From an optimization exercise on the open Yosys and OpenROAD flow, aimed at small area, a short achievable clock period and few clock cycles; shortcuts taken in it are not production practice. Only simulation tests tie the RTL to the original design; equivalence was not proved.

### design/flow/config.mk
export PLATFORM = sky130hd
export DESIGN_NAME = cordic_atan_vec
export DESIGN_NICKNAME = cordic_atan_vec
export VERILOG_FILES = /design/flow/design.v
export SDC_FILE = /design/flow/constraint.sdc
export NUM_CORES = 4
export LEC_CHECK = 0
export ABC_AREA = 1
export CAP_MARGIN = 20
export CORE_MARGIN = 2
export CORE_UTILIZATION = 65
export PLACE_DENSITY = 0.75
export SETUP_SLACK_MARGIN = 5
export SLEW_MARGIN = 20
### design/flow/constraint.sdc
create_clock -name core_clock -period 22.0 [get_ports {clock}]
set_input_delay 4.4000 -clock core_clock [delete_from_list [all_inputs] [get_ports {clock}]]
set_output_delay 4.4000 -clock core_clock [all_outputs]
set_load 0.01 [all_outputs]
### design/flow/design.v
package cordic_pkg;
    localparam int unsigned XW    = 22;
    localparam int unsigned YW    = 21;
    localparam int unsigned ZW    = 23;
    localparam int unsigned FRAC  = 20;
    localparam int unsigned ITERS = 16;
    localparam int unsigned DS    = 8;
    localparam int unsigned DW    = 9;
    localparam int unsigned FW    = ITERS - 1 - DS;   
    localparam logic [31:0] NAN_Q = 32'h7FC0_0000;
    function automatic int unsigned yw(input int i);
        yw = (i < 4) ? YW : 24 - i;
    endfunction
    function automatic logic [ZW-1:0] atan_lut(input int i);
        case (i)
            0:       atan_lut = 23'h0C90FE;
            1:       atan_lut = 23'h076B1A;
            2:       atan_lut = 23'h03EB6F;
            3:       atan_lut = 23'h01FD5C;
            4:       atan_lut = 23'h00FFAB;
            5:       atan_lut = 23'h007FF5;
            6:       atan_lut = 23'h003FFF;
            7:       atan_lut = 23'h002000;
            8:       atan_lut = 23'h001000;
            9:       atan_lut = 23'h000800;
            10:      atan_lut = 23'h000400;
            11:      atan_lut = 23'h000200;
            12:      atan_lut = 23'h000100;
            13:      atan_lut = 23'h000080;
            14:      atan_lut = 23'h000040;
            15:      atan_lut = 23'h000020;
            default: atan_lut = '0;
        endcase
    endfunction
endpackage
import cordic_pkg::*;
module cordic_vec_stage #(
    parameter int unsigned I  = 0,
    parameter int unsigned WI = YW,
    parameter int unsigned WO = YW
) (
    input  logic [XW-1:0] x,
    input  logic [DW-1:0] d,
    input  logic [FW-1:0] f,
    input  logic [WI-1:0] y,
    output logic [XW-1:0] x_nxt,
    output logic [DW-1:0] d_nxt,
    output logic [FW-1:0] f_nxt,
    output logic [WO-1:0] y_nxt,
    output logic          pos
);
    logic               neg;
    logic [XW+I+WI-1:0] yext;
    logic [XW-1:0]      ysh;
    logic [XW-1:0]      xsh;
    logic [WO:0]        ysum;
    logic               k;
    assign neg  = y[WI-1];
    assign yext = {{(XW+I){y[WI-1]}}, y};
    assign ysh  = yext[I +: XW];    
    assign xsh  = x >> I;
    assign pos  = ~neg;
    if (I < DS) begin : g_full
        logic [XW:0] xsum;
        assign xsum  = {x, 1'b1} + {ysh ^ {XW{neg}}, neg};
        assign x_nxt = xsum[XW:1];
        assign d_nxt = '0;
        assign f_nxt = '0;
        assign k     = 1'b0;
    end else begin : g_delta
        logic [DW-1:0] u, e;
        logic [FW-1:0] fl;
        assign u     = (ysh[DW-1:0] ^ {DW{neg}}) + DW'(neg);
        assign e     = (I == DS) ? DW'(x[7:0]) : d;
        assign d_nxt = e + u;
        assign x_nxt = x;
        if (I == DS) begin : g_flags
            for (genvar j = 0; j < FW; j++) begin : g_f
                localparam logic [XW-1:0] HMask = XW'(((1 << (DS + j)) - 1) & ~((1 << 8) - 1));
                assign fl[j] = ((x | ~HMask) == '1);
            end
        end else begin : g_pass
            assign fl = f;
        end
        assign f_nxt = fl;
        assign k     = e[8] && fl[I-DS];
    end
    assign ysum  = {y[WO-1:0], 1'b1} + {xsh[WO-1:0] ^ {WO{~neg}}, ~neg ^ k};
    assign y_nxt = ysum[WO:1];
endmodule
import cordic_pkg::*;
module cordic_atan_vec
#(
    parameter int unsigned SIn  = 5,
    parameter int unsigned SMid = 7
) (
    input  logic        clock,
    input  logic        aclr,
    input  logic        clk_en,
    input  logic        start,
    input  logic [31:0] dataa,
    input  logic [31:0] datab,
    output logic [31:0] result,
    output logic        done
);
    localparam int unsigned S1 = SIn;
    localparam int unsigned S2 = SIn + SMid;
    localparam int unsigned MW = 21;     
    function automatic logic [FRAC-1:0] fix_mag(input logic [30:0] f);
        logic [20:0] sh;
        sh = {1'b1, f[22:3]} >> (~f[27:23]);
        if (f[30:23] >= 8'd127)      fix_mag = '1;
        else if (f[30:28] == 3'b011) fix_mag = sh[FRAC-1:0];
        else                         fix_mag = '0;
    endfunction
    logic              operand_err;
    logic [FRAC-1:0]   xmag, ymag;
    logic              yneg;
    logic [XW-1:0]     x1;
    logic [YW:0]       y1sum;
    logic [YW-1:0]     y1;
    assign operand_err = dataa[31] || (dataa[30:23] == 8'h00) ||
                         (dataa[30:23] == 8'hFF) || (datab[30:23] == 8'hFF);
    assign xmag = fix_mag(dataa[30:0]);
    assign ymag = fix_mag(datab[30:0]);
    assign yneg  = datab[31] && (ymag != '0);
    assign x1    = XW'(xmag) + XW'(ymag);
    assign y1sum = {{1'b0, ymag} ^ {YW{yneg}}, 1'b1} + {{1'b0, xmag} ^ {YW{~yneg}}, 1'b1};
    assign y1    = y1sum[YW:1];
    logic [XW-1:0]    xi [ITERS];
    logic [DW-1:0]    di [ITERS];
    logic [FW-1:0]    fi [ITERS];
    logic [YW-1:0]    yi [ITERS];
    logic [XW-1:0]    xo [ITERS];
    logic [DW-1:0]    do_ [ITERS];
    logic [FW-1:0]    fo [ITERS];
    logic [YW-1:0]    yo [ITERS];
    logic [ITERS-1:0] po;
    logic [XW-1:0]    r0_x, r1_x;
    logic [DW-1:0]    r0_d, r1_d;
    logic [FW-1:0]    r0_f, r1_f;
    logic [YW-1:0]    r0_y, r1_y;
    logic [ITERS-1:0] r0_p, r1_p;
    logic             r0_err, r1_err;
    logic             s1_q, r1v_q, done_q;
    assign xo[0] = x1;
    assign do_[0] = '0;
    assign fo[0] = '0;
    assign yo[0] = y1;
    assign po[0] = !yneg;
    for (genvar k = 1; k < ITERS; k++) begin : g_stage
        if (k == S1) begin : g_r0
            assign xi[k] = r0_x;
            assign di[k] = r0_d;
            assign fi[k] = r0_f;
            assign yi[k] = r0_y;
        end else if (k == S2) begin : g_r1
            assign xi[k] = r1_x;
            assign di[k] = r1_d;
            assign fi[k] = r1_f;
            assign yi[k] = r1_y;
        end else begin : g_chain
            assign xi[k] = xo[k-1];
            assign di[k] = do_[k-1];
            assign fi[k] = fo[k-1];
            assign yi[k] = yo[k-1];
        end
        localparam int unsigned WI = cordic_pkg::yw(k);
        localparam int unsigned WO = cordic_pkg::yw(k + 1);
        logic [WO-1:0] y_nxt;
        logic [YW+WO-1:0] y_ext;
        cordic_vec_stage #(.I(k), .WI(WI), .WO(WO)) u_stage (
            .x     (xi[k]),
            .d     (di[k]),
            .f     (fi[k]),
            .y     (yi[k][WI-1:0]),
            .x_nxt (xo[k]),
            .d_nxt (do_[k]),
            .f_nxt (fo[k]),
            .y_nxt (y_nxt),
            .pos   (po[k])
        );
        assign y_ext = {{YW{y_nxt[WO-1]}}, y_nxt};
        assign yo[k] = y_ext[YW-1:0];
    end
    logic [XW-1:0]    c0_x, c1_x;
    logic [DW-1:0]    c0_d, c1_d;
    logic [FW-1:0]    c0_f, c1_f;
    logic [YW-1:0]    c0_y, c1_y;
    logic [ITERS-1:0] c0_p, c1_p, fin_p;
    assign c0_x = xo[S1-1];
    assign c0_d = do_[S1-1];
    assign c0_f = fo[S1-1];
    assign c0_y = yo[S1-1];
    assign c1_x = xo[S2-1];
    assign c1_d = do_[S2-1];
    assign c1_f = fo[S2-1];
    assign c1_y = yo[S2-1];
    for (genvar k = 0; k < ITERS; k++) begin : g_pos
        assign c0_p[k]  = (k < S1) ? po[k] : 1'b0;
        assign c1_p[k]  = (k < S1) ? r0_p[k] : (k < S2) ? po[k] : 1'b0;
        assign fin_p[k] = (k < S2) ? r1_p[k] : po[k];
    end
    always_ff @(posedge clock) begin
        r0_x   <= c0_x;
        r0_d   <= c0_d;
        r0_f   <= c0_f;
        r0_y   <= c0_y;
        r0_p   <= c0_p;
        r0_err <= operand_err;
        if (s1_q) begin
            r1_x   <= c1_x;
            r1_d   <= c1_d;
            r1_f   <= c1_f;
            r1_y   <= c1_y;
            r1_p   <= c1_p;
            r1_err <= r0_err;
        end
    end
    always_ff @(posedge clock) begin
        if (aclr) begin
            s1_q   <= 1'b0;
            r1v_q  <= 1'b0;
            done_q <= 1'b0;
        end else begin
            s1_q <= clk_en && start;
            if (clk_en) begin
                r1v_q  <= 1'b0;
                done_q <= !start && (done_q || s1_q || r1v_q);
            end else begin
                r1v_q  <= r1v_q || s1_q;
            end
        end
    end
    localparam logic [ZW-1:0] ASum = 23'h1BE462;   
    function automatic logic [ZW-1:0] zpart(input int lo, input int n,
                                            input int v, input logic [ZW-1:0] base);
        zpart = base;
        for (int j = 0; j < n; j++) begin
            if (v[j]) zpart = zpart + ZW'(cordic_pkg::atan_lut(lo + j) << 1);
        end
    endfunction
    logic [ZW-1:0] g1_tab [16];
    logic [ZW-1:0] g2_tab [8];
    for (genvar v = 0; v < 16; v++) begin : g_g1
        assign g1_tab[v] = zpart(0, 4, v, ZW'(-ASum));
    end
    for (genvar v = 0; v < 8; v++) begin : g_g2
        assign g2_tab[v] = zpart(4, 3, v, '0);
    end
    logic [ZW-1:0] zc, z;
    assign zc = g1_tab[fin_p[3:0]] + g2_tab[fin_p[6:4]];
    assign z  = zc + ZW'({fin_p[7], fin_p[8], fin_p[9], fin_p[10], fin_p[11],
                          fin_p[12], fin_p[13], fin_p[14], fin_p[15], 6'b0});
    logic [MW-1:0] m, n1, n2, n3, n4, n5;
    logic [4:0]    lz;
    assign m  = z[ZW-1] ? MW'(-z) : z[MW-1:0];
    assign lz[4] = (m[MW-1 -: 16] == '0);
    assign n1    = lz[4] ? (m << 16) : m;
    assign lz[3] = (n1[MW-1 -: 8] == '0);
    assign n2    = lz[3] ? (n1 << 8) : n1;
    assign lz[2] = (n2[MW-1 -: 4] == '0);
    assign n3    = lz[2] ? (n2 << 4) : n2;
    assign lz[1] = (n3[MW-1 -: 2] == '0);
    assign n4    = lz[1] ? (n3 << 2) : n3;
    assign lz[0] = !n4[MW-1];
    assign n5    = lz[0] ? (n4 << 1) : n4;
    always_comb begin
        if (r1_err)          result = NAN_Q;
        else if (!n5[MW-1])  result = 32'h0;
        else                 result = {z[ZW-1], 8'(127 + MW - 1 - FRAC) - 8'(lz), n5[MW-2:0], 3'b0};
    end
    assign done = done_q;
endmodule
### design/flow/flow/run.sh
#!/bin/bash
set -euo pipefail
sed -e 's|"${@:-finish}"|BUFFER_PORTS_ARGS="-buffer_cell sky130_fd_sc_hd__buf_2" "${@:-finish}"|' \
    -e 's|SETUP_SLACK_MARGIN=5 |SETUP_SLACK_MARGIN=5.5 |' \
    standard.sh > standard_ports.sh
grep -q 'BUFFER_PORTS_ARGS="-buffer_cell sky130_fd_sc_hd__buf_2"' standard_ports.sh
grep -q 'SETUP_SLACK_MARGIN=5.5 ' standard_ports.sh
bash standard_ports.sh > standard.log 2>&1
### design/flow/standard.sh
#!/bin/bash
# synth_recipe.tcl (not shown) runs the flow's synth.tcl, then flattens the netlist and writes it again
# the make line also repeats each setting of config.mk as NAME=value (left out here)
make -C /OpenROAD-flow-scripts/flow DESIGN_CONFIG=/design/flow/config.mk WORK_HOME=/design/flow/orfs CLKGATE_MAP_FILE= SYNTH_SCRIPT=/design/flow/synth_recipe.tcl "${@:-finish}"
==> results of run 1 <==
routing by layer:
layer	global-route usage, %	wire (µm)	up-vias	part of all wire [%]
met3	2.582	4373	167	5.4
met5	0	0	-	0
met1	42.24	36310	13836	45
met2	53.48	38870	987	48
met4	7.685	1806	0	2.2
li1	-	-	15029	-
timing repair:
| action | 4_1_cts | 5_1_grt |
|---|---|---|
| pin swaps | 16 | 188 |
| setup buffers | 42 | 209 |
| endpoints found under the setup margin | 86 | 87 |
| gates resized for setup | 77 | 373 |
| gates cloned | 8 | 13 |
path summary, 6_finish.rpt:
path,start,end,slack [ns]
hold reg to reg,r0_p[4]$_DFF_P_,r1_p[4]$_DFFE_PP_,0.40
hold / removal,r0_p[4]$_DFF_P_,r1_p[4]$_DFFE_PP_,0.40
setup / recovery,r1_y[11]$_DFFE_PP_,result[7],5.70
setup reg to reg,r0_y[18]$_DFF_P_,r1_y[11]$_DFFE_PP_,6.64
kinds of logic (layout without fill, tap and decap cells):
logic type	after synthesis	count (layout)	share of synthesized area, %
buffers and inverters	595	879	8.241
AO/OA/AOI/OAI	801	804	16.01
flip-flops	97	97	8.398
other	1	4	0.01305
adder cells (fa/ha/maj)	415	415	18.65
XOR/XNOR	746	746	22.94
multiplexers	8	8	0.2831
AND/OR/NAND/NOR	1689	1702	25.46
critical path: cells and delay by family (launching register included):
| kind | cells | cell delay, ns |
|---|---|---|
| AOI/OAI and AO/OA | 14 | 2.17 |
| xor gates and xnor gates | 8 | 1.55 |
| adders and majority gates | 5 | 1.77 |
| buffers and inverters | 12 | 1.45 |
| DFF | 1 | 0.50 |
| and+or+nand+nor | 31 | 4.06 |
flip-flops by register name (all words and copies together) (netlist names), 3 cells and up:
| name | count |
|---|---|
| r0_p | 5 |
| r0_x | 22 |
| r0_y | 19 |
| r1_d | 9 |
| r1_f | 3 |
| r1_p | 12 |
| r1_x | 10 |
| r1_y | 12 |
final cells by class:
type | count | area [µm²]
clock buffers | 9 | 225.2
clock inverters | 7 | 67.56
fillers | 3458 | 9946
inverters | 515 | 2058
multi-input cells | 3679 | 25840
flip-flops and latches | 97 | 2420
well taps | 592 | 740.7
repair buffers | 347 | 2631
repair inverters | 1 | 7.507
cells in the final DEF (no fill, tap or decap), types with 150 or more instances in the layout:
master   synthesis  routed
ha_1           393     381
nor2_1         293     275
nand3_1        241     229
xnor2_1        160     150
nand2_1        932     884
o21ai_0        207     165
buf_4           13     235
a21oi_1        358     319
inv_1          490     473
xor2_1         580     546
through the flow:
stage	instances	hold WS [ns]	worst slack (ns)
floorplan	4355	0.3855	5.519
global placement	4959	0.3884	3.068
detailed placement	4959	0.3887	2.936
CTS	5025	0.4043	5.503
global route	5247	0.4216	4.945
finish	5247	0.4047	5.705
==> impl_metrics.py, run 1 <==
metrics = {
    "run_status": {
        "status": "finished clean",
    },
    "sta": {
        "slew_viol_final": 0,
        "max_slew.worst_pin.slew_ns": 0.8384,
        "finalCritPeriodShare_pct": 74.07,
        "grt_setup_unrepaired": "no",
        "setup_viol": 0,
        "fin_setup_tns_ns": 0,
        "finClkSkew_ns": 0.01697,
        "period_minus_slack_ns": 16.30,
        "relSlewSlack_pct": 43.91,
        "max_freq_mhz": 61.37,
        "hold_viol": 0,
    },
    "synth": {
        "synth_cells": 4352,
        "synth_top_area_share_pct": 17.68,
        "yosysTopAreaCell": "xor2_1",
        "synthFlopType": "dfxtp_1",
        "avgSynthCellArea_um2": 6.600,
        "ys_seq_area_share_pct": 8.398,
        "ys_top_cells_by_area": "xor2_1 18%, ha_1 17%, nand2_1 12%, inv_1 6.4%, a21oi_1 6.2%",
        "syn_area_um2": 28730,
        "ys_seq_elements": 97,
        "yosysUniqueCellTypes": 76,
        "synth_common_cells": "932 x nand2_1, 580 x xor2_1, 490 x inv_1, 393 x ha_1, 358 x a21oi_1",
        "synthMostInstantiatedCell": "nand2_1",
        "synth-edff-count": 47,
        "synthArstFlopShare_pct": 0,
        "ys_warn_count": 22,
    },
    "floorplan": {
        "coreArea_um2": 43930,
        "top_level_ports": 101,
        "initial_core_util_pct": 65.39,
        "num_rows": 77,
        "die_x_um": 214.2,
        "die_area_um2": 45890,
        "die_h_um": 214.2,
    },
    "global_routing": {
        "grt_max_degree": 49,
        "track_usage_pct": 31.15,
        "grt_pass1_wl_mm": 122.3,
        "grt_pass1_vias": 25945,
        "antenna_found_initial": 0,
        "grt.overflow.total": 0,
    },
    "routing": {
        "wl_per_cell_um": 15.51,
        "drc": 0,
        "vias_per_cell": 5.721,
        "finalWirelength_mm": 81.36,
        "num_vias": 30019,
        "first_pass_iters": 8,
        "drt_iter0_markers": 2487,
        "antenna_left": 0,
    },
    "final_layout": {
        "layout-drive-gt1-share_pct": 17.27,
        "final_area_um2": 33990,
        "diodes": 0,
        "fin_nets": 5133,
        "post-route-util_pct": 77.36,
        "syn2layout_area_growth_pct": 18.32,
    },
    "placed_design": {
        "place_congestion": 0.9440,
        "place_area_um2": 29540,
        "dp_hpwl_mm": 59.89,
        "io_buffers": 90,
    },
    "hold_path": {
        "hold_depth": 0,
        "hp-class": "flop to flop",
    },
    "clock_network": {
        "cts.sinks": 97,
        "cts_tree": "done",
        "cts_inserted_buffers": 9,
        "cts-root-buf": "clkbuf_16",
        "postCtsHoldBufs": 0,
        "path_clk_slew_ns": 0.06,
        "clockBufferDepth": 2,
        "clkLatencyLatePin_ns": 0.38,
        "htreeDepth": 3,
    },
    "critical_path": {
        "end_kind": "output pin",
        "path_max_fanout": 9,
        "cpMaxStageDelayCell": "edfxtp_1",
        "crit_arrival_ns": 11.90,
        "crit_required_ns": 17.60,
        "crit_path_max_incr_delay_ns": 0.50,
        "rr_worst_depth": 99,
        "crit_path_start_kind": "flop",
        "path_common_cell": "nand2_1",
        "crit_type": "flop to output pin",
    },
    "job": {
        "drv_cap": 0,
    },
}
Testbench counts, summed over its fixed seeds: cycles 1,600.
==> run 2: changes to the inputs <==
==> design/flow/flow/run.sh (replaced) <==
#!/bin/bash
set -euo pipefail
sed -e 's|"${@:-finish}"|BUFFER_PORTS_ARGS="-buffer_cell sky130_fd_sc_hd__buf_2" "${@:-finish}"|' \
    standard.sh > standard_ports.sh
grep -q 'BUFFER_PORTS_ARGS="-buffer_cell sky130_fd_sc_hd__buf_2"' standard_ports.sh
bash standard_ports.sh > standard.log 2>&1
--- a/design/flow/config.mk
+++ b/design/flow/config.mk
@@ -8,7 +8,8 @@
 export ABC_AREA = 1
 export CAP_MARGIN = 20
 export CORE_MARGIN = 2
-export CORE_UTILIZATION = 65
-export PLACE_DENSITY = 0.75
+export CORE_UTILIZATION = 60
+export PLACE_DENSITY = 0.7
 export SETUP_SLACK_MARGIN = 5
 export SLEW_MARGIN = 20
+export TNS_END_PERCENT = 10
==> run 2 against run 1 <==
Against the previous run: cell count shrank 2.3%; non-clock buffer count shrank 136; still clean on timing, DRC and antenna; critical endpoint is now r0_y[18]$_DFF_P_; critical path depth increased by 9; clock skew about the same.
==> impl_metrics.py, run 2 <==
metrics = {
    "run_status": {
        "status": "finished clean",
    },
    "synth": {
        "yosysTopAreaCell": "xor2_1",
        "synth_top_area_share_pct": 17.68,
        "synth_cells": 4352,
        "ys_seq_area_share_pct": 8.398,
        "synthArstFlopShare_pct": 0,
        "ys_seq_elements": 97,
        "ys_top_cells_by_area": "xor2_1 18%, ha_1 17%, nand2_1 12%, inv_1 6.4%, a21oi_1 6.2%",
        "synth_common_cells": "932 x nand2_1, 580 x xor2_1, 490 x inv_1, 393 x ha_1, 358 x a21oi_1",
        "ys_warn_count": 22,
        "synth-edff-count": 47,
        "syn_area_um2": 28730,
        "synthMostInstantiatedCell": "nand2_1",
        "yosysUniqueCellTypes": 76,
        "avgSynthCellArea_um2": 6.600,
        "synthFlopType": "dfxtp_1",
    },
    "critical_path": {
        "end_kind": "flop",
        "path_common_cell": "nand2_1",
        "crit_type": "primary input to flop",
        "reg2reg_from": "r0_y[18]$_DFF_P_",
        "crit_path_max_incr_delay_ns": 0.36,
        "timing.reg2reg.setup_slack_ns": 6.38,
        "cpMaxStageDelayCell": "ha_1",
        "cp-endpoint": "r0_y[18]$_DFF_P_",
        "crit-reg2reg-capture": "r1_y[11]$_DFFE_PP_",
        "crit_arrival_ns": 16.58,
        "crit_required_ns": 22.31,
        "crit_path_start_kind": "primary input",
        "rr_worst_depth": 96,
        "path_max_fanout": 23,
        "crit_start": "datab[24]",
    },
    "final_layout": {
        "reg_top3": "r0_x: 22 flops, r0_y: 19 flops",
        "layout-drive-gt1-share_pct": 12.10,
        "syn2layout_area_growth_pct": 12.45,
        "multi_input_area_um2": 25160,
        "diodes": 0,
        "final_common_cell": "nand2_1",
        "largest_register_ffs": 22,
        "final_area_um2": 32300,
        "layout_common_cells": "921 x nand2_1, 552 x xor2_1, 482 x inv_1",
        "regMostFlops": "r0_x",
        "ff_latch_area_um2": 2415,
        "nFillCells": 4431,
        "fin_nets": 4990,
    },
    "sta": {
        "grt_setup_unrepaired": "yes",
        "finalCritPeriodShare_pct": 73.95,
        "period_minus_slack_ns": 16.27,
        "setup_viol": 0,
        "slew_viol_final": 0,
        "max_freq_mhz": 61.46,
        "max_slew.worst_pin.slew_ns": 0.7915,
        "finClkSkew_ns": 0.01656,
        "holdWs_ns": 0.4066,
        "fin_setup_tns_ns": 0,
        "hold_viol": 0,
        "relSlewSlack_pct": 46.67,
    },
    "clock_network": {
        "clockBufferDepth": 2,
        "htreeDepth": 3,
        "cts.sinks": 97,
        "postCtsHoldBufs": 0,
        "cts-root-buf": "clkbuf_16",
        "cts_inserted_buffers": 9,
        "cts_tree": "done",
        "clkLatencyLatePin_ns": 0.38,
        "path_clk_slew_ns": 0.07,
    },
    "global_routing": {
        "grt_pass1_wl_mm": 120.4,
        "antenna_found_initial": 0,
        "grt_max_degree": 49,
        "track_usage_pct": 28.79,
        "grt_pass1_vias": 25293,
        "grt.overflow.total": 0,
    },
    "routing": {
        "drt_iter0_markers": 1949,
        "drc": 0,
        "finalWirelength_mm": 75.44,
        "wl_per_cell_um": 14.71,
        "num_vias": 28244,
        "first_pass_iters": 6,
        "antenna_left": 0,
        "vias_per_cell": 5.509,
    },
    "floorplan": {
        "die_area_um2": 49640,
        "top_level_ports": 101,
        "num_rows": 80,
        "coreArea_um2": 47550,
        "die_x_um": 222.8,
        "die_h_um": 222.8,
        "initial_core_util_pct": 60.42,
    },
    "placed_design": {
        "dp_hpwl_mm": 60.96,
        "io_buffers": 90,
        "place_area_um2": 29590,
        "place_congestion": 0.9266,
    },
    "job": {
        "drv_cap": 0,
    },
    "hold_path": {
        "hp-class": "flop to flop",
    },
}
run 2: cell counts after synthesis:
No cell type changed its count.
run 2: worst min-delay path by stage:
stage,start,endpoint,cells past startpoint,slack [ns]
global route,r0_p[1]$_DFF_P_,r1_p[1]$_DFFE_PP_,0,0.41
detailed placement,r0_p[2]$_DFF_P_,r1_p[2]$_DFFE_PP_,0,0.39
CTS,r0_p[2]$_DFF_P_,r1_p[2]$_DFFE_PP_,0,0.41
finish,r0_p[1]$_DFF_P_,r1_p[1]$_DFFE_PP_,0,0.41
floorplan,r0_err$_DFF_P_,r1_err$_DFFE_PP_,0,0.39
global placement,r0_p[1]$_DFF_P_,r1_p[1]$_DFFE_PP_,0,0.39
run 2: timing repair:
item	in CTS	in global routing
pin swaps	7	64
endpoints found under the setup margin	71	87
cloned	4	10
hold endpoints to repair	0	0
setup buffers	18	95
gates resized for setup	44	237
run 2: layout make-up:
type	count	area share [%]
multi-input combinational	3670	77.90
sequential	97	7.476
inverter	515	6.256
timing repair buffer	211	4.807
tap	615	2.382
clock buffer	11	0.8173
clock inverter	5	0.2944
timing repair inverter	3	0.06972
run 2: kinds of logic (layout without fill, tap and decap cells):
family,after synthesis,in the layout,share of synthesized area [%]
xor+xnor,746,746,22.94
compound gates,801,802,16.01
simple gates,1689,1695,25.46
buf+inv,595,745,8.241
fa+ha+maj,415,415,18.65
flops,97,97,8.398
other cells,1,4,0.01305
mux,8,8,0.2831
run 2: layer usage:
layer / up-vias / wire length (µm) / global-route usage (%)
li1: 14747 / - / -
met2: 615 / 34960 / 48.98
met5: - / 0 / 0
met1: 12806 / 36220 / 39.83
met3: 76 / 3126 / 2.301
met4: 0 / 1139 / 5.889
run 2: metrics by stage:
step	util (%)	worst slack, ns	instances
after global routing	67.94	4.721	5127
after global placement	62.23	2.945	4984
after detailed placement	62.23	2.869	4984
after floorplan	-	5.487	4355
after CTS	63.82	4.938	5022
final	67.94	5.730	5127
run 2: critical path, delay by kind of cell:
| kind | cells | cell delay, ns |
|---|---|---|
| buffers and inverters | 13 | 1.84 |
| AND/OR/NAND/NOR | 28 | 3.04 |
| adder cells (fa/ha/maj) | 5 | 1.67 |
| AO/OA/AOI/OAI | 25 | 4.29 |
| XOR/XNOR | 8 | 1.34 |
==> run 3: changes to the inputs <==
--- a/design/flow/config.mk
+++ b/design/flow/config.mk
@@ -6,10 +6,10 @@
 export NUM_CORES = 4
 export LEC_CHECK = 0
 export ABC_AREA = 1
-export CAP_MARGIN = 20
+export CAP_MARGIN = 10
 export CORE_MARGIN = 2
-export CORE_UTILIZATION = 60
-export PLACE_DENSITY = 0.7
+export CORE_UTILIZATION = 65
+export PLACE_DENSITY = 0.75
 export SETUP_SLACK_MARGIN = 5
-export SLEW_MARGIN = 20
+export SLEW_MARGIN = 10
 export TNS_END_PERCENT = 10
==> run 3 against run 2 <==
Against the previous run: sequential share of layout area rose by 0.055 points; critical path depth down 4; critical endpoint is now result[9]; clock-buffer cell count stayed put; area after synthesis unchanged; still clean on timing, DRC and antenna.
==> impl_metrics.py, run 3 <==
metrics = {
    "run_status": {
        "status": "finished clean",
    },
    "critical_path": {
        "crit_start": "r1_y[11]$_DFFE_PP_",
        "rr_worst_depth": 95,
        "crit_arrival_ns": 11.98,
        "reg2reg_from": "r0_y[18]$_DFF_P_",
        "end_kind": "output pin",
        "cpLargestDelayFamily": "compound AO/OA/AOI/OAI gates",
        "crit_type": "flop to output pin",
        "cp.depth": 75,
        "path_common_cell": "nand2_1",
        "crit-reg2reg-capture": "r1_y[11]$_DFFE_PP_",
        "crit_path_start_kind": "flop",
        "cpMaxStageDelayCell": "edfxtp_1",
        "crit_required_ns": 17.60,
        "cp-endpoint": "result[9]",
        "critPathBufInv": 8,
        "crit_path_max_incr_delay_ns": 0.52,
        "path_max_fanout": 17,
        "timing.reg2reg.setup_slack_ns": 6.15,
    },
    "routing": {
        "first_pass_iters": 7,
        "wl_per_cell_um": 14.91,
        "antenna_left": 0,
        "drt_iter0_markers": 2272,
        "finalWirelength_mm": 76.07,
        "vias_per_cell": 5.605,
        "num_vias": 28602,
        "drc": 0,
    },
    "floorplan": {
        "coreArea_um2": 43930,
        "die_x_um": 214.2,
        "top_level_ports": 101,
        "num_rows": 77,
        "die_area_um2": 45890,
        "initial_core_util_pct": 65.39,
        "die_h_um": 214.2,
    },
    "synth": {
        "synthArstFlopShare_pct": 0,
        "ys_top_cells_by_area": "xor2_1 18%, ha_1 17%, nand2_1 12%, inv_1 6.4%, a21oi_1 6.2%",
        "synth_cells": 4352,
        "ys_warn_count": 22,
        "synthFlopType": "dfxtp_1",
        "yosysUniqueCellTypes": 76,
        "ys_seq_area_share_pct": 8.398,
        "synthMostInstantiatedCell": "nand2_1",
        "synth-edff-count": 47,
        "ys_seq_elements": 97,
        "synth_top_area_share_pct": 17.68,
        "avgSynthCellArea_um2": 6.600,
        "yosysTopAreaCell": "xor2_1",
        "synth_common_cells": "932 x nand2_1, 580 x xor2_1, 490 x inv_1, 393 x ha_1, 358 x a21oi_1",
        "syn_area_um2": 28730,
    },
    "final_layout": {
        "largest_register_ffs": 22,
        "diodes": 0,
        "post-route-util_pct": 72.99,
        "reg_top3": "r0_x: 22 flops, r0_y: 19 flops",
        "regMostFlops": "r0_x",
        "layout_common_cells": "920 x nand2_1, 553 x xor2_1, 483 x inv_1",
        "final_common_cell": "nand2_1",
        "layout-drive-gt1-share_pct": 11.99,
        "fin_nets": 4989,
        "syn2layout_area_growth_pct": 11.63,
    },
    "clock_network": {
        "clkLatencyLatePin_ns": 0.38,
        "cts-root-buf": "clkbuf_16",
        "cts_tree": "done",
        "path_clk_slew_ns": 0.07,
        "htreeDepth": 3,
        "postCtsHoldBufs": 0,
        "cts_inserted_buffers": 9,
        "clockBufferDepth": 2,
        "cts.sinks": 97,
    },
    "sta": {
        "setup_viol": 0,
        "finClkSkew_ns": 0.01466,
        "fin_setup_tns_ns": 0,
        "max_slew.worst_pin.slew_ns": 1.128,
        "slew_viol_final": 0,
        "period_minus_slack_ns": 16.38,
        "finalCritPeriodShare_pct": 74.45,
        "grt_setup_unrepaired": "yes",
        "max_freq_mhz": 61.05,
        "hold_viol": 0,
        "relSlewSlack_pct": 24.78,
    },
    "global_routing": {
        "grt_max_degree": 49,
        "grt_pass1_vias": 25595,
        "antenna_found_initial": 0,
        "grt_pass1_wl_mm": 120.3,
        "track_usage_pct": 30.67,
        "grt.overflow.total": 0,
    },
    "job": {
        "drv_cap": 0,
    },
    "placed_design": {
        "io_buffers": 90,
        "dp_hpwl_mm": 60.03,
        "place_congestion": 0.9379,
    },
    "hold_path": {
        "hp-class": "flop to flop",
    },
}
==> run 3: changes by cell type in the layout (fill, tap and decap cells not counted), sizes merged <==
cell,delta
clkinvlp,-1
nand3,+1
bufinv,-2
clkinv,+2
clkbuf,-1
inv,-1
nor2,+1
==> run 3: cells by family after synthesis <==
family | synth area share [%]
xor+xnor | 22.94
mux | 0.2831
other cells | 0.01305
compound gates | 16.01
simple gates | 25.46
buf+inv | 8.241
flops | 8.398
fa+ha+maj | 18.65
==> run 3: timing repair <==
item | CTS | global route
pin swaps | 6 | 69
cloned | 5 | 8
setup buffers | 16 | 98
endpoints found under the setup margin | 72 | 87
resized for setup | 43 | 223
==> run 3: worst min path at each step <==
stage,slack (ns),from,depth (start not counted),end
2_1_floorplan,0.39,r0_err$_DFF_P_,0,r1_err$_DFFE_PP_
3_3_place_gp,0.39,r0_p[1]$_DFF_P_,0,r1_p[1]$_DFFE_PP_
3_5_place_dp,0.39,r0_p[1]$_DFF_P_,0,r1_p[1]$_DFFE_PP_
4_1_cts,0.41,r0_p[1]$_DFF_P_,0,r1_p[1]$_DFFE_PP_
5_1_grt,0.41,r0_p[0]$_DFF_P_,0,r1_p[0]$_DFFE_PP_
6_report,0.40,r0_p[1]$_DFF_P_,0,r1_p[1]$_DFFE_PP_
==> run 3: area by class of cell <==
| class | instances | area (µm²) |
|---|---|---|
| Clock buffer | 11 | 232.7 |
| Clock inverter | 5 | 65.06 |
| Fill cell | 3935 | 11870 |
| Inverter | 515 | 2014 |
| Multi-Input combinational cell | 3672 | 25080 |
| Sequential cell | 97 | 2415 |
| Tap cell | 592 | 740.7 |
| Timing Repair Buffer | 210 | 1511 |
| Timing Repair inverter | 1 | 7.507 |
==> run 3: metal layers <==
metal	wire [µm]	GRT usage, %	vias up
met3	3714	2.638	92
met4	1141	5.532	0
met1	35540	42.41	13039
li1	-	-	14742
met2	35680	52.49	729
met5	0	0	-
==> run 3: through the flow <==
stage | hold slack (ns) | area, µm² | cells | setup slack [ns]
3_3_place_gp | 0.3873 | 29550 | 4960 | 2.991
5_1_grt | 0.4116 | 32070 | 5103 | 4.689
3_5_place_dp | 0.3887 | 29550 | 4960 | 2.796
2_1_floorplan | 0.3855 | 28740 | 4355 | 5.487
4_1_cts | 0.4050 | 30210 | 4997 | 4.950
6_report | 0.4041 | 32070 | 5103 | 5.621
==> run 4: changes to the inputs <==
--- a/design/flow/design.v
+++ b/design/flow/design.v
@@ -49,20 +49,21 @@
     output logic [WO-1:0] y_nxt,
     output logic          pos
 );
-    logic               neg;
-    logic [XW+I+WI-1:0] yext;
-    logic [XW-1:0]      ysh;
-    logic [XW-1:0]      xsh;
-    logic [WO:0]        ysum;
-    logic               k;
-    assign neg  = y[WI-1];
-    assign yext = {{(XW+I){y[WI-1]}}, y};
-    assign ysh  = yext[I +: XW];    
+    logic          n;
+    logic [WI-2:0] a;
+    logic [XW-1:0] ash;
+    logic [XW-1:0] xsh;
+    logic [WO:0]   tsum;
+    logic [WO-1:0] t;
+    logic          k;
+    assign n    = y[WI-1];
+    assign a    = y[WI-2:0];
+    assign ash  = XW'(a) >> I;
     assign xsh  = x >> I;
-    assign pos  = ~neg;
+    assign pos  = ~n;
     if (I < DS) begin : g_full
         logic [XW:0] xsum;
-        assign xsum  = {x, 1'b1} + {ysh ^ {XW{neg}}, neg};
+        assign xsum  = {x, 1'b1} + {ash, n};
         assign x_nxt = xsum[XW:1];
         assign d_nxt = '0;
         assign f_nxt = '0;
@@ -70,7 +71,7 @@
     end else begin : g_delta
         logic [DW-1:0] u, e;
         logic [FW-1:0] fl;
-        assign u     = (ysh[DW-1:0] ^ {DW{neg}}) + DW'(neg);
+        assign u     = ash[DW-1:0] + DW'(n);
         assign e     = (I == DS) ? DW'(x[7:0]) : d;
         assign d_nxt = e + u;
         assign x_nxt = x;
@@ -85,14 +86,15 @@
         assign f_nxt = fl;
         assign k     = e[8] && fl[I-DS];
     end
-    assign ysum  = {y[WO-1:0], 1'b1} + {xsh[WO-1:0] ^ {WO{~neg}}, ~neg ^ k};
-    assign y_nxt = ysum[WO:1];
+    assign tsum  = {WO'(a), 1'b1} + {~xsh[WO-1:0], ~k};
+    assign t     = tsum[WO:1];
+    assign y_nxt = {n ^ t[WO-1], t[WO-2:0] ^ {(WO-1){t[WO-1]}}};
 endmodule
 import cordic_pkg::*;
 module cordic_atan_vec
 #(
-    parameter int unsigned SIn  = 5,
-    parameter int unsigned SMid = 7
+    parameter int unsigned SIn  = 4,
+    parameter int unsigned SMid = 8
 ) (
     input  logic        clock,
     input  logic        aclr,
@@ -146,7 +148,7 @@
     assign xo[0] = x1;
     assign do_[0] = '0;
     assign fo[0] = '0;
-    assign yo[0] = y1;
+    assign yo[0] = {y1[YW-1], y1[YW-2:0] ^ {(YW-1){y1[YW-1]}}};
     assign po[0] = !yneg;
     for (genvar k = 1; k < ITERS; k++) begin : g_stage
         if (k == S1) begin : g_r0
@@ -180,7 +182,7 @@
             .y_nxt (y_nxt),
             .pos   (po[k])
         );
-        assign y_ext = {{YW{y_nxt[WO-1]}}, y_nxt};
+        assign y_ext = {{YW{1'b0}}, y_nxt};
         assign yo[k] = y_ext[YW-1:0];
     end
     logic [XW-1:0]    c0_x, c1_x;
--- a/design/flow/config.mk
+++ b/design/flow/config.mk
@@ -6,10 +6,10 @@
 export NUM_CORES = 4
 export LEC_CHECK = 0
 export ABC_AREA = 1
-export CAP_MARGIN = 10
+export CAP_MARGIN = 20
 export CORE_MARGIN = 2
 export CORE_UTILIZATION = 65
 export PLACE_DENSITY = 0.75
 export SETUP_SLACK_MARGIN = 5
-export SLEW_MARGIN = 10
+export SLEW_MARGIN = 20
 export TNS_END_PERCENT = 10
==> run 4 against run 3 <==
Against the previous run: still clean on timing, DRC and antenna; cell count down 5.3%; register-to-register slack worse by 0.91 ns; first-iteration DRC count decreased by 15%; clock-buffer cell count is 2 lower; non-clock buffer count up 135; sequential share of layout area hardly changed; area after synthesis down 6.7%; largest cell class unchanged.
==> impl_metrics.py, run 4 <==
metrics = {
    "run_status": {
        "status": "finished clean",
    },
    "routing": {
        "drc": 0,
        "vias_per_cell": 5.701,
        "finalWirelength_mm": 76.85,
        "num_vias": 27563,
        "first_pass_iters": 7,
        "antenna_left": 0,
        "wl_per_cell_um": 15.89,
        "drt_iter0_markers": 1932,
    },
    "final_layout": {
        "largest_register_ffs": 22,
        "post-route-util_pct": 79.16,
        "layout_common_cells": "719 x nand2_1, 534 x inv_1, 377 x xor2_1",
        "reg_top3": "r0_x: 22 flops, r0_y: 20 flops",
        "syn2layout_area_growth_pct": 20.38,
        "fin_nets": 4794,
        "final_common_cell": "nand2_1",
        "layout-drive-gt1-share_pct": 18.86,
        "regMostFlops": "r0_x",
    },
    "floorplan": {
        "die_x_um": 207.0,
        "die_h_um": 207.0,
        "top_level_ports": 101,
        "die_area_um2": 42850,
        "coreArea_um2": 40740,
        "num_rows": 74,
        "initial_core_util_pct": 65.76,
    },
    "global_routing": {
        "grt.overflow.total": 0,
        "grt_max_degree": 48,
        "grt_pass1_vias": 24699,
        "track_usage_pct": 31.72,
        "grt_pass1_wl_mm": 114.8,
        "antenna_found_initial": 2,
    },
    "sta": {
        "max_slew.worst_pin.slew_ns": 0.7161,
        "hold_viol": 0,
        "relSlewSlack_pct": 51.76,
        "max_freq_mhz": 56.53,
        "grt_setup_unrepaired": "yes",
        "finClkSkew_ns": 0.02009,
        "fin_ws_ns": 4.310,
        "period_minus_slack_ns": 17.69,
        "slew_viol_final": 0,
        "setup_viol": 0,
        "fin_setup_tns_ns": 0,
        "finalCritPeriodShare_pct": 80.41,
    },
    "clock_network": {
        "htreeDepth": 3,
        "cts-root-buf": "clkbuf_16",
        "clkLatencyLatePin_ns": 0.39,
        "clockBufferDepth": 2,
        "postCtsHoldBufs": 0,
        "cts_tree": "done",
        "cts_inserted_buffers": 9,
        "cts.sinks": 97,
        "path_clk_slew_ns": 0.09,
    },
    "critical_path": {
        "timing.reg2reg.setup_slack_ns": 5.24,
        "crit_type": "primary input to flop",
        "crit_start": "datab[23]",
        "crit_path_start_kind": "primary input",
        "crit_arrival_ns": 18.00,
        "crit_path_max_incr_delay_ns": 0.40,
        "path_common_cell": "a21oi_2",
        "path_max_fanout": 6,
        "rr_worst_depth": 103,
        "cpMaxStageDelayCell": "fa_2",
        "end_kind": "flop",
        "crit_required_ns": 22.31,
        "reg2reg_from": "r0_x[17]$_DFF_P_",
        "crit-reg2reg-capture": "r1_y[6]$_DFFE_PP_",
    },
    "synth": {
        "synth_top_area_share_pct": 18.26,
        "avgSynthCellArea_um2": 6.697,
        "synthArstFlopShare_pct": 0,
        "synth_common_cells": "755 x nand2_1, 555 x inv_1, 423 x xor2_1, 391 x ha_1, 346 x a21oi_1",
        "synthMostInstantiatedCell": "nand2_1",
        "ys_seq_area_share_pct": 9.005,
        "synth_cells": 4000,
        "ys_seq_elements": 97,
        "ys_top_cells_by_area": "ha_1 18%, xor2_1 14%, nand2_1 11%, inv_1 7.8%, xnor2_1 6.9%",
        "syn_area_um2": 26790,
        "synthFlopType": "dfxtp_1",
        "yosysTopAreaCell": "ha_1",
        "synth-edff-count": 47,
        "ys_warn_count": 22,
        "yosysUniqueCellTypes": 69,
    },
    "placed_design": {
        "io_buffers": 90,
        "dp_slack_ns": 1.841,
        "place_congestion": 0.9650,
        "dp_hpwl_mm": 56.42,
    },
    "job": {
        "drv_cap": 0,
    },
    "hold_path": {
        "hp-class": "flop to flop",
        "min_to": "r1_p[2]$_DFFE_PP_",
        "hold_depth": 0,
        "hp-start": "r0_p[2]$_DFF_P_",
    },
}
run 4: cell types whose count changed in the layout (fill, tap and decap cells not counted), sizes merged, moves of 24 or more:
cell and delta:
nand2 -194, xor2 -154, buf +133, inv +70, nor2 -54, xnor2 +50
o21ai -44, nand3 +24
run 4: kinds of logic after synthesis:
family,count (synthesis),share of synthesized area [%]
AND/OR/NAND/NOR,1438,23.43
AO/OA/AOI/OAI,740,15.67
buffers and inverters,647,9.271
XOR/XNOR,642,21.24
adder cells (fa/ha/maj),430,21.18
flip-flops,97,9.005
multiplexers,5,0.1868
other,1,0.01400
run 4: critical path, delay by kind of cell:
kind / cells / cell delay, ns
fa+ha+maj: 8 / 2.28
buf+inv: 11 / 1.03
compound gates: 46 / 6.37
xor+xnor: 6 / 0.93
simple gates: 31 / 2.96
run 4: what timing repair did:
item / in CTS / in global routing
gates cloned: 8 / 8
resized for setup: 155 / 300
endpoints found under the setup margin: 89 / 81
pin swaps: 53 / 165
setup buffers: 124 / 116
run 4: how the worst max path moves through the flow:
stage | endpoint | cells past startpoint | slack [ns]
4_1_cts | r1_y[5]$_DFFE_PP_ | 116 | 4.63
5_1_grt | r0_y[18]$_DFF_P_ | 102 | 3.47
2_1_floorplan | r0_y[18]$_DFF_P_ | 102 | 4.86
3_5_place_dp | r0_y[17]$_DFF_P_ | 92 | 1.84
6_report | r0_y[18]$_DFF_P_ | 102 | 4.31
3_3_place_gp | r0_y[2]$_DFF_P_ | 92 | 2.13
run 4: per-stage QoR:
step                hold slack [ns]  cell area, µm²  cells
detailed placement           0.3942           27700   4561
global route                 0.4129           32240   4833
global placement             0.3905           27700   4561
finish                       0.4120           32250   4835
CTS                          0.4134           29720   4709
floorplan                    0.3855           26890   4003
run 4: layout make-up:
type | instances | area (µm²)
flip-flops and latches | 97 | 2421
repair buffers | 345 | 2645
diodes | 2 | 5.005
inverters | 574 | 2183
multi-input cells | 3266 | 24020
clock inverters | 7 | 60.06
fillers | 3051 | 8491
clock buffers | 9 | 225.2
repair inverters | 3 | 20.02
well taps | 532 | 665.6
run 4: per-layer routing:
layer / up-vias / track usage (%) / routed length, µm
met5: - / 0 / 0
met4: 0 / 9.828 / 2849
met3: 233 / 4.245 / 4249
met2: 945 / 56.83 / 37870
met1: 12591 / 39.27 / 31880
li1: 13794 / - / -
Testbench counts of run 4, summed over its fixed seeds: cycles 1,600.
==> run 5: changes to the inputs <==
--- a/design/flow/design.v
+++ b/design/flow/design.v
@@ -37,7 +37,8 @@
 module cordic_vec_stage #(
     parameter int unsigned I  = 0,
     parameter int unsigned WI = YW,
-    parameter int unsigned WO = YW
+    parameter int unsigned WO = YW,
+    parameter bit          AF = 1'b1    
 ) (
     input  logic [XW-1:0] x,
     input  logic [DW-1:0] d,
@@ -49,52 +50,72 @@
     output logic [WO-1:0] y_nxt,
     output logic          pos
 );
-    logic          n;
-    logic [WI-2:0] a;
-    logic [XW-1:0] ash;
-    logic [XW-1:0] xsh;
-    logic [WO:0]   tsum;
-    logic [WO-1:0] t;
-    logic          k;
-    assign n    = y[WI-1];
-    assign a    = y[WI-2:0];
-    assign ash  = XW'(a) >> I;
-    assign xsh  = x >> I;
-    assign pos  = ~n;
-    if (I < DS) begin : g_full
-        logic [XW:0] xsum;
-        assign xsum  = {x, 1'b1} + {ash, n};
+    if (!AF) begin : g_twos
+        logic               neg;
+        logic [XW+I+WI-1:0] yext;
+        logic [XW-1:0]      ysh;
+        logic [XW-1:0]      xsh;
+        logic [XW:0]        xsum;
+        logic [WO:0]        ysum;
+        assign neg   = y[WI-1];
+        assign yext  = {{(XW+I){y[WI-1]}}, y};
+        assign ysh   = yext[I +: XW];    
+        assign xsh   = x >> I;
+        assign pos   = ~neg;
+        assign xsum  = {x, 1'b1} + {ysh ^ {XW{neg}}, neg};
+        assign ysum  = {y[WO-1:0], 1'b1} + {xsh[WO-1:0] ^ {WO{~neg}}, ~neg};
         assign x_nxt = xsum[XW:1];
+        assign y_nxt = ysum[WO:1];
         assign d_nxt = '0;
         assign f_nxt = '0;
-        assign k     = 1'b0;
-    end else begin : g_delta
-        logic [DW-1:0] u, e;
-        logic [FW-1:0] fl;
-        assign u     = ash[DW-1:0] + DW'(n);
-        assign e     = (I == DS) ? DW'(x[7:0]) : d;
-        assign d_nxt = e + u;
-        assign x_nxt = x;
-        if (I == DS) begin : g_flags
-            for (genvar j = 0; j < FW; j++) begin : g_f
-                localparam logic [XW-1:0] HMask = XW'(((1 << (DS + j)) - 1) & ~((1 << 8) - 1));
-                assign fl[j] = ((x | ~HMask) == '1);
+    end else begin : g_af
+        logic          n;
+        logic [WI-2:0] a;
+        logic [XW-1:0] ash;
+        logic [XW-1:0] xsh;
+        logic [WO:0]   tsum;
+        logic [WO-1:0] t;
+        logic          k;
+        assign n    = y[WI-1];
+        assign a    = y[WI-2:0];
+        assign ash  = XW'(a) >> I;
+        assign xsh  = x >> I;
+        assign pos  = ~n;
+        if (I < DS) begin : g_full
+            logic [XW:0] xsum;
+            assign xsum  = {x, 1'b1} + {ash, n};
+            assign x_nxt = xsum[XW:1];
+            assign d_nxt = '0;
+            assign f_nxt = '0;
+            assign k     = 1'b0;
+        end else begin : g_delta
+            logic [DW-1:0] u, e;
+            logic [FW-1:0] fl;
+            assign u     = ash[DW-1:0] + DW'(n);
+            assign e     = (I == DS) ? DW'(x[7:0]) : d;
+            assign d_nxt = e + u;
+            assign x_nxt = x;
+            if (I == DS) begin : g_flags
+                for (genvar j = 0; j < FW; j++) begin : g_f
+                    localparam logic [XW-1:0] HMask = XW'(((1 << (DS + j)) - 1) & ~((1 << 8) - 1));
+                    assign fl[j] = ((x | ~HMask) == '1);
+                end
+            end else begin : g_pass
+                assign fl = f;
             end
-        end else begin : g_pass
-            assign fl = f;
-        end
-        assign f_nxt = fl;
-        assign k     = e[8] && fl[I-DS];
-    end
-    assign tsum  = {WO'(a), 1'b1} + {~xsh[WO-1:0], ~k};
-    assign t     = tsum[WO:1];
-    assign y_nxt = {n ^ t[WO-1], t[WO-2:0] ^ {(WO-1){t[WO-1]}}};
+            assign f_nxt = fl;
+            assign k     = e[8] && fl[I-DS];
+        end
+        assign tsum  = {WO'(a), 1'b1} + {~xsh[WO-1:0], ~k};
+        assign t     = tsum[WO:1];
+        assign y_nxt = {n ^ t[WO-1], t[WO-2:0] ^ {(WO-1){t[WO-1]}}};
+    end
 endmodule
 import cordic_pkg::*;
 module cordic_atan_vec
 #(
-    parameter int unsigned SIn  = 4,
-    parameter int unsigned SMid = 8
+    parameter int unsigned SIn  = 5,
+    parameter int unsigned SMid = 7
 ) (
     input  logic        clock,
     input  logic        aclr,
@@ -148,14 +169,16 @@
     assign xo[0] = x1;
     assign do_[0] = '0;
     assign fo[0] = '0;
-    assign yo[0] = {y1[YW-1], y1[YW-2:0] ^ {(YW-1){y1[YW-1]}}};
+    assign yo[0] = y1;
     assign po[0] = !yneg;
     for (genvar k = 1; k < ITERS; k++) begin : g_stage
+        localparam int unsigned WI = cordic_pkg::yw(k);
+        localparam int unsigned WO = cordic_pkg::yw(k + 1);
         if (k == S1) begin : g_r0
             assign xi[k] = r0_x;
             assign di[k] = r0_d;
             assign fi[k] = r0_f;
-            assign yi[k] = r0_y;
+            assign yi[k] = YW'({r0_y[WI-1], r0_y[WI-2:0] ^ {(WI-1){r0_y[WI-1]}}});
         end else if (k == S2) begin : g_r1
             assign xi[k] = r1_x;
             assign di[k] = r1_d;
@@ -167,11 +190,9 @@
             assign fi[k] = fo[k-1];
             assign yi[k] = yo[k-1];
         end
-        localparam int unsigned WI = cordic_pkg::yw(k);
-        localparam int unsigned WO = cordic_pkg::yw(k + 1);
         logic [WO-1:0] y_nxt;
         logic [YW+WO-1:0] y_ext;
-        cordic_vec_stage #(.I(k), .WI(WI), .WO(WO)) u_stage (
+        cordic_vec_stage #(.I(k), .WI(WI), .WO(WO), .AF(k >= S1)) u_stage (
             .x     (xi[k]),
             .d     (di[k]),
             .f     (fi[k]),
@@ -182,7 +203,7 @@
             .y_nxt (y_nxt),
             .pos   (po[k])
         );
-        assign y_ext = {{YW{1'b0}}, y_nxt};
+        assign y_ext = {{YW{(k < S1) && y_nxt[WO-1]}}, y_nxt};
         assign yo[k] = y_ext[YW-1:0];
     end
     logic [XW-1:0]    c0_x, c1_x;
==> run 5 against run 4 <==
Against the previous run: setup slack gained 0.092 ns; sequential share of layout area grew 0.057 points; wire length decreased by 0.32%; final area is 1.1% lower; global-route usage decreased by 0.32 points.
==> impl_metrics.py, run 5 <==
metrics = {
    "run_status": {
        "status": "finished clean",
    },
    "synth": {
        "synthFlopType": "dfxtp_1",
        "syn_area_um2": 27710,
        "ys_top_cells_by_area": "ha_1 18%, xor2_1 17%, nand2_1 11%, inv_1 7.3%, a21oi_1 6.9%",
        "synthArstFlopShare_pct": 0,
        "ys_warn_count": 22,
        "synth_top_area_share_pct": 18.01,
        "yosysUniqueCellTypes": 71,
        "yosysTopAreaCell": "ha_1",
        "ys_seq_elements": 97,
        "ys_seq_area_share_pct": 8.705,
        "avgSynthCellArea_um2": 6.673,
        "synth-edff-count": 47,
        "synthMostInstantiatedCell": "nand2_1",
        "synth_cells": 4153,
        "synth_common_cells": "811 x nand2_1, 547 x xor2_1, 541 x inv_1, 399 x ha_1, 380 x a21oi_1",
    },
    "hold_path": {
        "hp-class": "flop to flop",
        "hp-start": "r0_p[0]$_DFF_P_",
    },
    "sta": {
        "grt_setup_unrepaired": "yes",
        "holdWs_ns": 0.4075,
        "period_minus_slack_ns": 17.60,
        "finalCritPeriodShare_pct": 79.99,
        "slew_viol_final": 0,
        "max_slew.worst_pin.slew_ns": 0.9637,
        "fin_setup_tns_ns": 0,
        "finClkSkew_ns": 0.01022,
        "relSlewSlack_pct": 35.07,
        "max_freq_mhz": 56.83,
        "hold_viol": 0,
        "setup_viol": 0,
    },
    "global_routing": {
        "grt_max_degree": 48,
        "track_usage_pct": 31.40,
        "grt_pass1_wl_mm": 116.2,
        "grt.overflow.total": 0,
        "antenna_found_initial": 3,
        "grt_pass1_vias": 24637,
    },
    "final_layout": {
        "layout-drive-gt1-share_pct": 15.02,
        "syn2layout_area_growth_pct": 15.13,
        "diodes": 0,
        "final_common_cell": "nand2_1",
        "layout_common_cells": "785 x nand2_1, 526 x inv_1, 523 x xor2_1",
        "largest_register_ffs": 22,
        "fin_nets": 4850,
        "regMostFlops": "r0_x",
        "nFillCells": 3452,
        "final_area_um2": 31910,
        "reg_top3": "r0_x: 22 flops, r0_y: 19 flops",
    },
    "critical_path": {
        "crit_required_ns": 17.60,
        "crit_path_max_incr_delay_ns": 0.55,
        "crit_arrival_ns": 13.20,
        "path_max_fanout": 8,
        "crit_type": "flop to output pin",
        "path_common_cell": "a21oi_2",
        "end_kind": "output pin",
        "crit_path_start_kind": "flop",
        "reg2reg_from": "r0_y[18]$_DFF_P_",
        "crit_start": "r1_x[13]$_DFFE_PP_",
        "cpMaxStageDelayCell": "fa_1",
    },
    "clock_network": {
        "postCtsHoldBufs": 0,
        "cts_tree": "done",
        "clockBufferDepth": 2,
        "cts_inserted_buffers": 9,
        "cts-root-buf": "clkbuf_16",
        "htreeDepth": 3,
        "cts.sinks": 97,
        "clkLatencyLatePin_ns": 0.39,
        "path_clk_slew_ns": 0.07,
    },
    "routing": {
        "finalWirelength_mm": 76.60,
        "drt_iter0_markers": 2051,
        "drc": 0,
        "vias_per_cell": 5.665,
        "wl_per_cell_um": 15.63,
        "first_pass_iters": 10,
        "num_vias": 27759,
        "antenna_left": 0,
    },
    "floorplan": {
        "die_area_um2": 44300,
        "coreArea_um2": 42040,
        "num_rows": 75,
        "die_h_um": 210.5,
        "die_x_um": 210.5,
        "top_level_ports": 101,
        "initial_core_util_pct": 65.92,
    },
    "placed_design": {
        "place_congestion": 0.9633,
        "place_area_um2": 28560,
        "io_buffers": 90,
        "dp_hpwl_mm": 57.49,
    },
    "job": {
        "drv_cap": 0,
    },
}
-- run 5: changes by cell type after synthesis, moves of 8 or more --
cell	change
a21boi_0	+8
inv_1	-14
nor2_1	-26
ha_1	+8
nand2_1	+56
nand3_1	-11
o21ai_1	+10
nor3_1	-12
fa_1	-12
a21boi_1	+8
xor2_1	+124
o21ai_0	+31
a21oi_1	+34
xnor2_1	-54
-- run 5: through the flow --
step	setup WS (ns)	instances	utilization, %
3_3_place_gp	1.995	4712	67.94
5_1_grt	3.658	4900	75.89
2_1_floorplan	4.951	4156	-
6_report	4.402	4900	75.89
3_5_place_dp	1.766	4712	67.94
4_1_cts	4.992	4788	71.04
-- run 5: what timing repair did --
action                                  in CTS  in global routing
buffers inserted                            49                107
gates resized for setup                    129                286
pin swaps                                   33                122
endpoints found under the setup margin      80                 80
gates cloned                                11                  5
-- run 5: path summary, 6_finish.rpt --
kind | endpoint | slack (ns) | depth (start not counted)
max | result[17] | 4.40 | 77
min | r1_p[0]$_DFFE_PP_ | 0.41 | 0
max reg2reg | r1_y[1]$_DFFE_PP_ | 5.88 | 99
min reg2reg | r1_p[0]$_DFFE_PP_ | 0.41 | 0
-- run 5: kinds of logic (layout without fill, tap and decap cells) --
family | after synthesis | count (layout) | synth area share, %
fa+ha+maj | 426 | 426 | 19.96
other cells | 1 | 4 | 0.01353
mux | 8 | 8 | 0.2890
xor+xnor | 714 | 714 | 22.86
flops | 97 | 97 | 8.705
buf+inv | 644 | 842 | 8.989
compound gates | 811 | 811 | 16.44
simple gates | 1452 | 1459 | 22.73
-- run 5: area by class of cell --
type	instances	area [µm²]	area share [%]
Timing Repair Buffer	259	1987	6.227
Timing Repair inverter	4	27.53	0.08627
Tap cell	539	674.4	2.114
Clock buffer	9	225.2	0.7059
Multi-Input combinational cell	3422	24320	76.23
Inverter	563	2190	6.863
Sequential cell	97	2414	7.565
Clock inverter	7	66.31	0.2078
-- run 5: worst max-delay path, delay by kind of cell, from the launching register on --
family	cells	cell delay (ns)
AO/OA/AOI/OAI	27	4.66
AND/OR/NAND/NOR	25	3.01
XOR/XNOR	9	1.73
adder cells (fa/ha/maj)	5	1.66
buffers and inverters	11	1.29
flip-flops	1	0.40
-- run 5: routing by layer --
layer / vias up / GRT usage [%] / share of wire, %
met3: 222 / 3.486 / 5.3
met1: 12561 / 41.60 / 45
met2: 829 / 55.09 / 47
li1: 14143 / - / -
met5: - / 0 / 0.042
met4: 4 / 6.459 / 2.8
Testbench counts of run 5, summed over its fixed seeds: cycles 1,600.

[separate check: timing with driven ports]
The results above use ideal ports. As a check the final layouts listed here were re-extracted and re-timed, cells and wires unchanged. Step 1 assumes that a clkbuf_16 drives the clock port and a buf_2 every other input. Step 2 adds t to the input delays and takes it off the output delays; t is the mean of the earliest and latest rising clock arrival at the registers after step 1. Input paths then give back, and output paths get back, about the clock's delay inside the block. Slacks: ideal ports / drivers / drivers and shift; pairs: ideal ports / drivers.
run | t, ns | slack for setup (ns) | worst hold slack (ns) | latest minus earliest clock arrival (ns) | worst data-port slew with drivers (ns)
run 1 | 0.420 | 5.705 / 5.652 / 5.356 | 0.405 / 0.405 / 0.405 | 0.017 / 0.017 | 0.08
run 2 | 0.426 | 5.730 / 5.725 / 5.321 | 0.407 / 0.407 / 0.407 | 0.017 / 0.016 | 0.06
run 3 | 0.421 | 5.621 / 5.569 / 5.225 | 0.404 / 0.404 / 0.404 | 0.015 / 0.015 | 0.06
run 4 | 0.434 | 4.310 / 4.210 / 3.776 | 0.412 / 0.412 / 0.412 | 0.020 / 0.020 | 0.15
run 5 | 0.441 | 4.402 / 4.344 / 4.785 | 0.407 / 0.407 / 0.407 | 0.013 / 0.012 | 0.06
After both steps every run listed still meets setup and hold. For run 4, which loses most, drivers alone change the setup slack by -0.100 ns; drivers and shift together by -0.534 ns.
